Source: an optimization exercise on an open RTL-to-GDS flow (aim: small area and a short achievable clock period). Production flows keep margins and buffers that such runs may drop. Power and IR drop assume default switching activity.

Setup of v6:
==> module bpcq_lane, before the edit <==
module bpcq_lane (
   input  logic        clock,
   input  logic        reset,
   input  logic        scan_en,
   input  logic        lvl,
   input  logic [15:0] nsm1,
   input  logic        short_nz,
   input  logic [15:0] nlong,
   output logic        mask,
   output logic        long_f,
   output logic        rose
);
   logic [15:0] hold_ff, hold_in;
   logic [16:0] c;
   logic        g_s, p_s, g_l, p_l, ge_s, ge_l, eq_s;
   always_comb begin
      logic [15:0] gs, ps, gl, pl;
      gs = hold_ff & nsm1;
      ps = hold_ff | nsm1;
      gl = hold_ff & nlong;
      pl = hold_ff | nlong;
      for (int w = 1; w < 16; w = w * 2) begin
         for (int j = 2 * w - 1; j < 16; j = j + 2 * w) begin
            gs[j] = gs[j] | (ps[j] & gs[j-w]);
            ps[j] = ps[j] & ps[j-w];
            gl[j] = gl[j] | (pl[j] & gl[j-w]);
            pl[j] = pl[j] & pl[j-w];
         end
      end
      g_s = gs[15];
      p_s = ps[15];
      g_l = gl[15];
      p_l = pl[15];
   end
   always_comb begin
      ge_s   = !short_nz || g_s;
      eq_s   = p_s && !g_s;
      ge_l   = g_l || p_l;
      mask   = lvl && (ge_s || ge_l);
      long_f = lvl && ge_l;
      rose   = !lvl && short_nz && eq_s;
      c[0] = 1'b1;
      for (int i = 0; i < 16; i++) begin
         c[i+1]     = c[i] & hold_ff[i];
         hold_in[i] = (hold_ff[i] ^ c[i]) | c[16];
      end
   end
   always_ff @(posedge clock) begin
      if (reset) begin
         hold_ff <= '0;
      end else if (scan_en) begin
         hold_ff <= lvl ? 16'd0 : hold_in;
      end
   end
endmodule
Settings: LEC_CHECK=0, CAP_MARGIN=20, CORE_MARGIN=2, CORE_UTILIZATION=40, SLEW_MARGIN=20; clock period 10.5 ns.
standard.sh (not shown) runs the stock make flow with config.mk's settings and CLKGATE_MAP_FILE= SYNTH_SCRIPT=/design/flow/synth_recipe.tcl, a recipe that flattens the netlist after the stock synthesis.
==> flow/flow/run.sh <==
#!/bin/bash
# Own layout flow: the standard ORFS layout (standard.sh, with its
# unchanged synthesis), with these layout knobs changed on make's command
# line:
#  - the setup repair margin, so that repair_timing works towards the
#    period the design can reach rather than stopping 5 ns short of 10.5 ns;
#  - the port buffer cell: a plain buffer instead of the delay buffer that
#    buffer_ports picks by default. Every port is still buffered;
#  - clock tree synthesis: clkbuf_8 buffers in larger sink clusters and no
#    dummy loads. The clock still reaches every register through buffers.
# The full make output goes to run_flow.log in the work folder; ORFS's own
# per-step logs stay under orfs/logs.
set -euo pipefail
MARGIN=${OWN_SETUP_MARGIN:-6.0}
CTS="-sink_clustering_enable -repair_clock_nets -dont_use_dummy_load"
CTS="$CTS -buf_list sky130_fd_sc_hd__clkbuf_8"
CTS="$CTS -sink_clustering_size 16 -sink_clustering_max_diameter 50"
bash standard.sh \
  "SETUP_SLACK_MARGIN=${MARGIN}" \
  "BUFFER_PORTS_ARGS=-buffer_cell sky130_fd_sc_hd__buf_2" \
  "CTS_ARGS=${CTS}" \
  finish > run_flow.log 2>&1
For v7, these inputs were changed with respect to v6:
--- a/flow/design.v
+++ b/flow/design.v
@@ -66,12 +66,11 @@
    input  logic [15:0] nlong,
    output logic        mask,
    output logic        long_f,
    output logic        rose
 );
-   logic [15:0] hold_ff, hold_in;
-   logic [16:0] c;
+   logic [15:0] hold_ff;
    logic        g_s, p_s, g_l, p_l, ge_s, ge_l, eq_s;
    always_comb begin
       logic [15:0] gs, ps, gl, pl;
       gs = hold_ff & nsm1;
       ps = hold_ff | nsm1;
@@ -95,22 +94,22 @@
       eq_s   = p_s && !g_s;
       ge_l   = g_l || p_l;
       mask   = lvl && (ge_s || ge_l);
       long_f = lvl && ge_l;
       rose   = !lvl && short_nz && eq_s;
-      c[0] = 1'b1;
-      for (int i = 0; i < 16; i++) begin
-         c[i+1]     = c[i] & hold_ff[i];
-         hold_in[i] = (hold_ff[i] ^ c[i]) | c[16];
-      end
    end
+   logic [16:0] ones;
+   logic        inc_en, clr;
+   always_comb begin
+      ones[0] = 1'b1;
+      for (int k = 0; k < 16; k++) ones[k+1] = ones[k] & hold_ff[k];
+   end
+   assign inc_en = scan_en && !lvl && !ones[16];
+   assign clr    = reset || (scan_en && lvl);
    always_ff @(posedge clock) begin
-      if (reset) begin
-         hold_ff <= '0;
-      end else if (scan_en) begin
-         hold_ff <= lvl ? 16'd0 : hold_in;
-      end
+      if (clr) hold_ff <= '0;
+      else     hold_ff <= hold_ff ^ ({16{inc_en}} & ones[15:0]);
    end
 endmodule
 module bpcq_core (
    input  logic        clock,
    input  logic        reset,
### Flow results
- Summary of v7 over v6: first-pass GRT wire length now sits lower, wire length now sits at about the same level, fraction of layout instances using a drive strength above 1 now sits higher.
- v6 vs v7, critical-path cell with the highest stage delay: sky130_fd_sc_hd__buf_8 vs sky130_fd_sc_hd__or4_4
- Portion of total power attributed to the clock network (lower): v6
- Looking at critical path depth, v7 sits 10 above v6.
- Power: v7 draws less than v6
- Cmp v7 and v6 / buffering stage count on the worst path with inverters included / lower: v7
- Final cell area: v7 below v6
- For hold slack, v7 and v6 come out practically identical.
- The headroom to the max-slew limit of v7 was inferior to that of v6.
- [compare] base=v6 new=v7: register share of the cell area increased by 1.3 points relative to the old numbers, minimum period implied by the final worst setup slack went up by 0.10 ns.
Function was not checked in any run of this note: the RTL went through the layout flow alone.


The RTL this note starts from:
==> flow/design.v <==
`timescale 1ns / 1ps
package bpcq_pkg;
   localparam int unsigned LEVEL_W  = 8;
   localparam int unsigned TIME_W   = 32;
   localparam int unsigned COUNT_W  = 16;
   localparam int unsigned CSR_IDX_W = 2;
   localparam int unsigned NUM_BUTTONS_DEF = 8;
   localparam int unsigned QUEUE_DEPTH_DEF = 16;
   localparam logic OP_SCAN = 1'b0;
   localparam logic OP_POP  = 1'b1;
   localparam logic [CSR_IDX_W-1:0] CSR_SHORT_TICKS   = 2'd0;
   localparam logic [CSR_IDX_W-1:0] CSR_LONG_TICKS    = 2'd1;
   localparam logic [CSR_IDX_W-1:0] CSR_BEEP_TICKS    = 2'd2;
   localparam logic [CSR_IDX_W-1:0] CSR_GATHER_WINDOW = 2'd3;
   localparam logic [COUNT_W-1:0] SHORT_TICKS_RST   = 16'd5;
   localparam logic [COUNT_W-1:0] LONG_TICKS_RST    = 16'd100;
   localparam logic [COUNT_W-1:0] BEEP_TICKS_RST    = 16'd10;
   localparam logic [COUNT_W-1:0] GATHER_WINDOW_RST = 16'd100;
   typedef struct packed {
      logic               op;
      logic [LEVEL_W-1:0] buttons_high;
      logic [TIME_W-1:0]  now_ms;
   } req_type;
   typedef struct packed {
      logic               beep_start;
      logic               beep_stop;
      logic               event_queued;
      logic               event_dropped;
      logic               pop_valid;
      logic [LEVEL_W-1:0] pop_mask;
      logic               pop_long;
   } rsp_type;
   typedef struct packed {
      logic [COUNT_W-1:0] short_ticks;
      logic [COUNT_W-1:0] long_ticks;
      logic [COUNT_W-1:0] beep_ticks;
      logic [COUNT_W-1:0] gather_window_ms;
   } cfg_type;
   typedef struct packed {
      logic               long_flag;
      logic [LEVEL_W-1:0] mask;
   } entry_type;
   typedef struct packed {
      logic      valid;
      entry_type entry;
   } push_type;
   typedef struct packed {
      logic empty;
      logic full;
   } qstat_type;
   typedef struct packed {
      logic beep_start;
      logic beep_stop;
      logic event_queued;
      logic event_dropped;
   } scan_flags_type;
endpackage
`timescale 1ns / 1ps
module bpcq_lane (
   input  logic        clock,
   input  logic        reset,
   input  logic        scan_en,
   input  logic        lvl,
   input  logic [15:0] short_m1,
   input  logic        short_nz,
   input  logic [15:0] long_ticks,
   output logic        mask,
   output logic        long_f,
   output logic        rose
);
   logic [15:0] hold_ff;
   logic [16:0] inc;
   logic        ge_s, ge_l, eq_s, gt_s;
   bpcq_ge u_ge_s (.a(hold_ff), .nb(~short_m1), .cin(1'b0), .ge(gt_s));
   bpcq_ge u_ge_l (.a(hold_ff), .nb(~long_ticks), .cin(1'b1), .ge(ge_l));
   assign eq_s = (hold_ff == short_m1);
   always_comb begin
      inc    = {1'b0, hold_ff} + 17'd1;
      ge_s   = !short_nz || gt_s;
      mask   = lvl && (ge_s || ge_l);
      long_f = lvl && ge_l;
      rose   = !lvl && short_nz && eq_s;
   end
   always_ff @(posedge clock) begin
      if (reset) begin
         hold_ff <= '0;
      end else if (scan_en) begin
         hold_ff <= lvl ? 16'd0 : (inc[15:0] | {16{inc[16]}});
      end
   end
endmodule
module bpcq_ge (
   input  logic [15:0] a,
   input  logic [15:0] nb,
   input  logic        cin,
   output logic        ge
);
   logic [16:0] c;
   always_comb begin
      c[0] = cin;
      for (int i = 0; i < 16; i++) begin
         c[i+1] = (a[i] & nb[i]) | (a[i] & c[i]) | (nb[i] & c[i]);
      end
      ge = c[16];
   end
endmodule
module bpcq_cout #(
   parameter int N = 16
) (
   input  logic [N-1:0] x,
   input  logic [N-1:0] y,
   input  logic         cin,
   output logic         cout
);
   logic g, p;
   bpcq_gp #(.N(N)) u_gp (.x(x), .y(y), .g(g), .p(p));
   assign cout = g | (p & cin);
endmodule
module bpcq_gp #(
   parameter int N = 16
) (
   input  logic [N-1:0] x,
   input  logic [N-1:0] y,
   output logic         g,
   output logic         p
);
   if (N == 1) begin : g_leaf
      assign g = x[0] & y[0];
      assign p = x[0] | y[0];
   end else begin : g_node
      localparam int L = N / 2;
      logic gl, pl, gh, ph;
      bpcq_gp #(.N(L))     u_lo (.x(x[L-1:0]), .y(y[L-1:0]), .g(gl), .p(pl));
      bpcq_gp #(.N(N - L)) u_hi (.x(x[N-1:L]), .y(y[N-1:L]), .g(gh), .p(ph));
      assign g = gh | (ph & gl);
      assign p = ph & pl;
   end
endmodule
`timescale 1ns / 1ps
module bpcq_queue (
   input  logic       clock,
   input  logic       reset,
   input  logic [8:0] wr_entry,
   input  logic       push,
   input  logic       pop,
   output logic       empty,
   output logic       full,
   output logic [8:0] last_pop
);
   logic [8:0] mem [0:15];
   logic [3:0] head_ff, tail_ff;
   assign empty = (head_ff == tail_ff);
   assign full  = ((head_ff + 4'd1) == tail_ff);
   always_ff @(posedge clock) begin
      if (reset) begin
         head_ff <= '0;
         tail_ff <= '0;
      end else begin
         if (push) head_ff <= head_ff + 4'd1;
         if (pop && !empty) tail_ff <= tail_ff + 4'd1;
      end
   end
   always_ff @(posedge clock) begin
      mem[head_ff] <= wr_entry;
   end
   assign last_pop = mem[tail_ff - 4'd1];
endmodule
`timescale 1ns / 1ps
module button_press_classifier_queue_unit (
   input  logic        clock,
   input  logic        reset,
   input  logic        req_valid,
   output logic        req_stall,
   input  logic [40:0] req_payload_bits,
   output logic        rsp_valid,
   input  logic        rsp_stall,
   output logic [13:0] rsp_payload_bits,
   input  logic        csr_valid,
   output logic        csr_ready,
   input  logic [1:0]  csr_index,
   input  logic [15:0] csr_wdata
);
   logic        op;
   logic [7:0]  lvl;
   logic [31:0] now;
   assign op  = req_payload_bits[40];
   assign lvl = req_payload_bits[39:32];
   assign now = req_payload_bits[31:0];
   logic rsp_valid_ff, req_fire, scan_en, pop_en;
   assign req_stall = rsp_valid_ff && rsp_stall;
   assign req_fire  = req_valid && !req_stall;
   assign scan_en   = req_fire && !op;
   assign pop_en    = req_fire && op;
   assign csr_ready = 1'b1;
   assign rsp_valid = rsp_valid_ff;
   always_ff @(posedge clock) begin
      if (reset) rsp_valid_ff <= 1'b0;
      else       rsp_valid_ff <= req_fire || (rsp_valid_ff && rsp_stall);
   end
   logic [15:0] short_ff, long_ff, beep_t_ff, win_ff;
   always_ff @(posedge clock) begin
      if (reset) begin
         short_ff  <= 16'd5;
         long_ff   <= 16'd100;
         beep_t_ff <= 16'd10;
         win_ff    <= 16'd100;
      end else if (csr_valid) begin
         case (csr_index)
            2'd0: short_ff  <= csr_wdata;
            2'd1: long_ff   <= csr_wdata;
            2'd2: beep_t_ff <= csr_wdata;
            default: win_ff <= csr_wdata;
         endcase
      end
   end
   logic [15:0] short_m1;
   logic        short_nz;
   logic [7:0]  mask, long_v, rose;
   assign short_m1 = short_ff - 16'd1;
   assign short_nz = (short_ff != 16'd0);
   for (genvar i = 0; i < 8; i++) begin : g_lane
      bpcq_lane u_lane (
         .clock      (clock),
         .reset      (reset),
         .scan_en    (scan_en),
         .lvl        (lvl[i]),
         .short_m1   (short_m1),
         .short_nz   (short_nz),
         .long_ticks (long_ff),
         .mask       (mask[i]),
         .long_f     (long_v[i]),
         .rose       (rose[i])
      );
   end
   logic [15:0] beep_ff;
   logic        beep_le1, start, beep_stop;
   assign beep_le1  = (beep_ff[15:1] == 15'd0);
   assign beep_stop = (beep_ff == 16'd1);
   assign start     = beep_le1 && (rose != 8'd0);
   logic [7:0]  pmask_ff, mm;
   logic        plong_ff, lm, fire, quiet;
   logic [31:0] last_ff;
   logic        empty, full;
   assign mm       = pmask_ff | mask;
   assign lm       = plong_ff | (long_v != 8'd0);
   logic [31:0] csa_a, csa_b, csa_c, csa_s, csa_k;
   logic        ge_nl, c32, t32, t33;
   always_comb begin
      csa_a = now;
      csa_b = ~last_ff;
      csa_c = {16'hFFFF, ~win_ff};
      csa_s = csa_a ^ csa_b ^ csa_c;
      csa_k = (csa_a & csa_b) | (csa_a & csa_c) | (csa_b & csa_c);
   end
   bpcq_cout #(.N(31)) u_c32 (.x(csa_s[31:1]), .y(csa_k[30:0]), .cin(1'b1), .cout(c32));
   bpcq_cout #(.N(32)) u_nl  (.x(now), .y(~last_ff), .cin(1'b1), .cout(ge_nl));
   assign t32   = csa_k[31] ^ c32;
   assign t33   = csa_k[31] & c32;
   assign quiet = ge_nl ? t33 : t32;
   assign fire     = (mask != 8'd0) ? (win_ff == 16'd0)
                                    : ((pmask_ff != 8'd0) && quiet);
   always_ff @(posedge clock) begin
      if (reset) begin
         beep_ff  <= '0;
         pmask_ff <= '0;
         plong_ff <= 1'b0;
         last_ff  <= '0;
      end else if (scan_en) begin
         beep_ff  <= start ? beep_t_ff : (beep_le1 ? 16'd0 : beep_ff - 16'd1);
         pmask_ff <= fire ? 8'd0 : mm;
         plong_ff <= fire ? 1'b0 : lm;
         if (mask != 8'd0) last_ff <= now;
      end
   end
   logic [8:0] last_pop;
   bpcq_queue u_queue (
      .clock    (clock),
      .reset    (reset),
      .wr_entry ({lm, mm}),
      .push     (scan_en && fire && !full),
      .pop      (pop_en),
      .empty    (empty),
      .full     (full),
      .last_pop (last_pop)
   );
   logic bs_ff, bp_ff, eq_ff, ed_ff, pv_ff;
   always_ff @(posedge clock) begin
      if (!req_stall) begin
         bs_ff <= !op && start;
         bp_ff <= !op && beep_stop;
         eq_ff <= !op && fire && !full;
         ed_ff <= !op && fire && full;
         pv_ff <= op && !empty;
      end
   end
   assign rsp_payload_bits = {bs_ff, bp_ff, eq_ff, ed_ff, pv_ff,
                              pv_ff ? {last_pop[7:0], last_pop[8]} : 9'd0};
endmodule
clock: 10.5 ns
lec_check: 0
abc_clock_period_in_ps: 4500
cap_margin: 20
core_margin: 2
core_utilization: 40
setup_slack_margin: 5
slew_margin: 20
run.sh (not shown) runs the stock make flow with config.mk's settings and CLKGATE_MAP_FILE= SYNTH_SCRIPT=/design/flow/synth_recipe.tcl, a recipe that flattens the netlist after the stock synthesis.
Stock flow here: none of the scripts above is used.
Next try:
--- a/flow/design.v
+++ b/flow/design.v
@@ -102,38 +102,6 @@
          c[i+1] = (a[i] & nb[i]) | (a[i] & c[i]) | (nb[i] & c[i]);
       end
       ge = c[16];
-   end
-endmodule
-module bpcq_cout #(
-   parameter int N = 16
-) (
-   input  logic [N-1:0] x,
-   input  logic [N-1:0] y,
-   input  logic         cin,
-   output logic         cout
-);
-   logic g, p;
-   bpcq_gp #(.N(N)) u_gp (.x(x), .y(y), .g(g), .p(p));
-   assign cout = g | (p & cin);
-endmodule
-module bpcq_gp #(
-   parameter int N = 16
-) (
-   input  logic [N-1:0] x,
-   input  logic [N-1:0] y,
-   output logic         g,
-   output logic         p
-);
-   if (N == 1) begin : g_leaf
-      assign g = x[0] & y[0];
-      assign p = x[0] | y[0];
-   end else begin : g_node
-      localparam int L = N / 2;
-      logic gl, pl, gh, ph;
-      bpcq_gp #(.N(L))     u_lo (.x(x[L-1:0]), .y(y[L-1:0]), .g(gl), .p(pl));
-      bpcq_gp #(.N(N - L)) u_hi (.x(x[N-1:L]), .y(y[N-1:L]), .g(gh), .p(ph));
-      assign g = gh | (ph & gl);
-      assign p = ph & pl;
    end
 endmodule
 `timescale 1ns / 1ps
@@ -239,24 +207,12 @@
    assign start     = beep_le1 && (rose != 8'd0);
    logic [7:0]  pmask_ff, mm;
    logic        plong_ff, lm, fire, quiet;
-   logic [31:0] last_ff;
+   logic [31:0] last_ff, quiet_ms;
    logic        empty, full;
    assign mm       = pmask_ff | mask;
    assign lm       = plong_ff | (long_v != 8'd0);
-   logic [31:0] csa_a, csa_b, csa_c, csa_s, csa_k;
-   logic        ge_nl, c32, t32, t33;
-   always_comb begin
-      csa_a = now;
-      csa_b = ~last_ff;
-      csa_c = {16'hFFFF, ~win_ff};
-      csa_s = csa_a ^ csa_b ^ csa_c;
-      csa_k = (csa_a & csa_b) | (csa_a & csa_c) | (csa_b & csa_c);
-   end
-   bpcq_cout #(.N(31)) u_c32 (.x(csa_s[31:1]), .y(csa_k[30:0]), .cin(1'b1), .cout(c32));
-   bpcq_cout #(.N(32)) u_nl  (.x(now), .y(~last_ff), .cin(1'b1), .cout(ge_nl));
-   assign t32   = csa_k[31] ^ c32;
-   assign t33   = csa_k[31] & c32;
-   assign quiet = ge_nl ? t33 : t32;
+   assign quiet_ms = now - last_ff;
+   assign quiet    = (quiet_ms >= {16'd0, win_ff});
    assign fire     = (mask != 8'd0) ? (win_ff == 16'd0)
                                     : ((pmask_ff != 8'd0) && quiet);
    always_ff @(posedge clock) begin
=>
- The changed run ran to the end with no violations
- register-to-register slack improved by 40 ps
- area after synthesis hardly moves
- flip-flop and latch count does not change
- utilization is higher by 0.40 points
- sequential share of layout area drops by 0.35 points
- power came out lower by 1.2%
Function was not checked in any run of this note: the RTL went through the layout flow alone.

[afterwards: timing with drivers on the ports]
In the flow no input, the clock included, has a driving cell. The finished layouts below were timed again as built, in two steps. Step 1 sets driving cells, clkbuf_16 on the clock port and buf_2 on the other inputs (assumed; they add their load-dependent delay and slew). Step 2 moves the port delays by t, midway between the first and last clock arrival at a register: inputs arrive t later, outputs are due t later. That takes back most of the time a late clock gives input paths. Three values: ideal ports, drivers, drivers and shift; two values: the first two.
run | t (ns) | setup slack, ns | hold WS [ns] | latest minus earliest clock arrival (ns)
v6 | 0.689 | 6.010 / 5.968 / 5.495 | 0.458 / 0.458 / 0.458 | 0.127 / 0.128
v7 | 0.676 | 5.907 / 5.928 / 5.251 | 0.461 / 0.461 / 0.461 | 0.104 / 0.105
the first run of note 2 | 0.661 | 4.938 / 4.952 / 4.291 | 0.456 / 0.456 / 0.456 | 0.052 / 0.052
the second run of note 2 | 0.659 | 4.870 / 4.877 / 4.217 | 0.456 / 0.456 / 0.456 | 0.033 / 0.033
After both steps every run listed still meets setup and hold. The setup slack of v7, which loses most, moves by +0.021 ns with the drivers and by -0.656 ns with both steps.
